Source: an optimization exercise on an open RTL-to-GDS flow (aim: small area, a short achievable clock period and few clock cycles per item). Production flows keep margins and buffers that such runs may drop.
Only simulation tests tie the RTL to the original design; equivalence was not proved.

==> module scan_ctrl, before the edit <==
module scan_ctrl (
    input  logic clk_i,
    input  logic rst_ni,
    input  logic start_req_i,
    input  logic free_i,         
    input  logic last_batch_i,
    output logic start_ack_o,
    output logic load_o,
    output logic adv_o,
    output logic run_o
);
    logic ack_q;
    logic run_q;
    assign adv_o  = run_q && free_i;
    assign load_o = start_req_i && !ack_q && (!run_q || (adv_o && last_batch_i));
    always_ff @(posedge clk_i or negedge rst_ni) begin
        if (!rst_ni) begin
            ack_q <= 1'b0;
            run_q <= 1'b0;
        end else begin
            if (load_o) begin
                ack_q <= 1'b1;
            end else if (!start_req_i) begin
                ack_q <= 1'b0;
            end
            if (load_o) begin
                run_q <= 1'b1;
            end else if (adv_o && last_batch_i) begin
                run_q <= 1'b0;
            end
        end
    end
    assign start_ack_o = ack_q;
    assign run_o       = run_q;
endmodule
==> module chien_search, before the edit <==
module chien_search #(
    parameter int LANES = 16,
    parameter int DEPTH = 4
) (
    input  logic                 clk_i,
    input  logic                 rst_ni,
    input  logic                 start_req_i,
    input  logic                 root_ack_i,
    input  logic [119:0]         sigma_i,
    output logic                 start_ack_o,
    output logic                 root_req_o,
    output logic                 done_o,
    output logic [9:0]           root_pos_o,
    output logic [3:0]           root_count_o
);
    localparam int CW_LEN = 544;
    localparam int NUM_BATCH = CW_LEN / LANES + 1;
    localparam int LW = $clog2(LANES);
    logic       load;
    logic       adv;
    logic       run;
    logic       free;
    logic       first_batch;
    logic       last_batch;
    logic       end_batch;
    logic       all_found;
    logic [9-LW:0] batch;
    logic [119:0]     term_q;
    logic [119:0]     term_step;
    logic [LANES-1:0] zero_vec;
    logic [LANES-1:0] z_q;
    logic             zv_q;
    logic [9-LW:0]    zb_q;
    logic             zfirst_q;
    logic             zlast_q;
    logic             zend_q;
    logic [1:0]       zpar_q;
    logic [3:0] deg_d;
    logic       dvalid_d;
    logic [3:0] deg_q;
    logic [3:0] deg1_q;
    logic [3:0] deg2_q;
    logic       dvalid_q;
    logic [1:0] epar_q;
    scan_ctrl u_ctrl (
        .clk_i        (clk_i),
        .rst_ni       (rst_ni),
        .start_req_i  (start_req_i),
        .free_i       (free),
        .last_batch_i (end_batch),
        .start_ack_o  (start_ack_o),
        .load_o       (load),
        .adv_o        (adv),
        .run_o        (run)
    );
    batch_counter #(.NUM_BATCH(NUM_BATCH), .BW(10-LW)) u_cnt (
        .clk_i        (clk_i),
        .rst_ni       (rst_ni),
        .load_i       (load),
        .advance_i    (adv),
        .batch_o       (batch),
        .first_batch_o (first_batch),
        .last_batch_o  (last_batch)
    );
    gf_mul u_step (
        .t_i (term_q),
        .p_o (term_step)
    );
    always_ff @(posedge clk_i) begin
        if (load) begin
            term_q <= sigma_i;
        end else if (adv) begin
            term_q <= term_step;
        end
    end
    chien_lane u_lanes (
        .t_i    (term_q),
        .zero_o (zero_vec)
    );
    assign end_batch = last_batch || all_found;
    always_comb begin
        deg_d    = '0;
        dvalid_d = 1'b0;
        for (int j = 0; j <= 11; j++) begin
            if (sigma_i[10*j +: 10] != '0) begin
                deg_d    = 4'(j);
                dvalid_d = 1'b1;
            end
        end
    end
    always_ff @(posedge clk_i or negedge rst_ni) begin
        if (!rst_ni) begin
            deg_q    <= '0;
            deg1_q   <= '0;
            deg2_q   <= '0;
            dvalid_q <= 1'b0;
            epar_q   <= '0;
        end else if (load) begin
            deg_q    <= deg_d;
            deg1_q   <= deg_d - 4'd1;
            deg2_q   <= deg_d - 4'd2;
            dvalid_q <= dvalid_d;
            epar_q   <= epar_q + 1'b1;
        end
    end
    always_ff @(posedge clk_i) begin
        z_q <= zero_vec;
        if (adv) begin
            zb_q     <= batch;
            zfirst_q <= first_batch;
            zlast_q  <= last_batch;
            zend_q   <= end_batch;
            zpar_q   <= epar_q;
        end
    end
    always_ff @(posedge clk_i or negedge rst_ni) begin
        if (!rst_ni) begin
            zv_q <= 1'b0;
        end else begin
            zv_q <= adv;
        end
    end
    root_serializer #(.LANES(LANES), .DEPTH(DEPTH)) u_ser (
        .clk_i        (clk_i),
        .rst_ni       (rst_ni),
        .zv_i         (zv_q),
        .zero_i       (z_q),
        .batch_i      (zb_q),
        .first_i      (zfirst_q),
        .last_i       (zlast_q),
        .end_i        (zend_q),
        .par_i        (zpar_q),
        .epar_i       (epar_q),
        .deg_i        (deg_q),
        .deg1_i       (deg1_q),
        .deg2_i       (deg2_q),
        .dvalid_i     (dvalid_q),
        .found_o      (all_found),
        .root_ack_i   (root_ack_i),
        .free_o       (free),
        .root_req_o   (root_req_o),
        .root_pos_o   (root_pos_o),
        .done_o       (done_o),
        .root_count_o (root_count_o)
    );
endmodule
clock: 5.0 ns
lec_check: 0
cap_margin: 20
core_margin: 2
core_utilization: 25
setup_slack_margin: 1.5
slew_margin: 20
standard.sh (not shown) runs the stock make flow with config.mk's settings and CLKGATE_MAP_FILE= SYNTH_SCRIPT=/design/flow/synth_recipe.tcl, a recipe that flattens the netlist after the stock synthesis.
==> flow/flow/run.sh <==
#!/bin/bash
# The standard layout, with a small buffer (buf_1) on every port instead of the
# default delay buffer. Each tool's output goes to its own log file here.
set -e
cp standard.sh standard_sh.log
export BUFFER_PORTS_ARGS="-buffer_cell sky130_fd_sc_hd__buf_1"
bash standard.sh > standard.log 2>&1
Testbench counts at the start, summed over its fixed seeds: cycles 7,400, items 256.
Rerun with:
--- a/flow/design.v
+++ b/flow/design.v
@@ -2475,15 +2475,17 @@
     input  logic free_i,         
     input  logic last_batch_i,
     output logic start_ack_o,
     output logic load_o,
+    output logic lsel_o,         
     output logic adv_o,
     output logic run_o
 );
     logic ack_q;
     logic run_q;
     assign adv_o  = run_q && free_i;
     assign load_o = start_req_i && !ack_q && (!run_q || (adv_o && last_batch_i));
+    assign lsel_o = start_req_i && !ack_q && (!run_q || last_batch_i);
     always_ff @(posedge clk_i or negedge rst_ni) begin
         if (!rst_ni) begin
             ack_q <= 1'b0;
             run_q <= 1'b0;
@@ -2704,8 +2706,9 @@
     localparam int CW_LEN = 544;
     localparam int NUM_BATCH = CW_LEN / LANES + 1;
     localparam int LW = $clog2(LANES);
     logic       load;
+    logic       lsel;
     logic       adv;
     logic       run;
     logic       free;
     logic       first_batch;
@@ -2737,8 +2740,9 @@
         .free_i       (free),
         .last_batch_i (end_batch),
         .start_ack_o  (start_ack_o),
         .load_o       (load),
+        .lsel_o       (lsel),
         .adv_o        (adv),
         .run_o        (run)
     );
     batch_counter #(.NUM_BATCH(NUM_BATCH), .BW(10-LW)) u_cnt (
@@ -2754,12 +2758,10 @@
         .t_i (term_q),
         .p_o (term_step)
     );
     always_ff @(posedge clk_i) begin
-        if (load) begin
-            term_q <= sigma_i;
-        end else if (adv) begin
-            term_q <= term_step;
+        if (load || adv) begin
+            term_q <= lsel ? sigma_i : term_step;
         end
     end
     chien_lane u_lanes (
         .t_i    (term_q),
The changed run finished clean.
Non-clock buffer count went up by 74.
Fmax goes up by about 3%.
Core utilization goes up by 0.88 points.
Routed wire length rose by 7.6%.
Die area shrinks by about 2.5%.
Worst setup slack gets better by 110 ps.
Testbench counts after the change, summed over its fixed seeds: cycles 7,400, items 256.

## port drivers added, routing unchanged
Ports are ideal in the flow. The routed layouts listed here were re-timed in OpenROAD.
Step 1: set_driving_cell puts a clkbuf_16 on clk_i and a buf_2 on each other input, an assumption about the parent block.
Step 2, shift: input delay + t, output delay - t, t = (earliest + latest rising clock arrival at the registers) / 2. This alone moves slack from input paths to output paths.
Three values: ideal, step 1, step 2; two values: the first two.
run | shift t [ns] | setup slack, ns | hold WS [ns] | slew at the worst register clock pin (ns) | pins driven straight from the clock port
the first run | 0.685 | 1.268 / 1.268 / 1.044 | 0.391 / 0.346 / 0.416 | 0.07 / 0.07 | 1
the second run | 0.736 | 1.380 / 1.380 / 0.993 | 0.418 / 0.418 / 0.418 | 0.10 / 0.10 | 1
After both steps setup and hold are still met in every run listed. For the second run, which loses most, drivers alone change the setup slack by 0.000 ns; drivers and shift together by -0.387 ns.
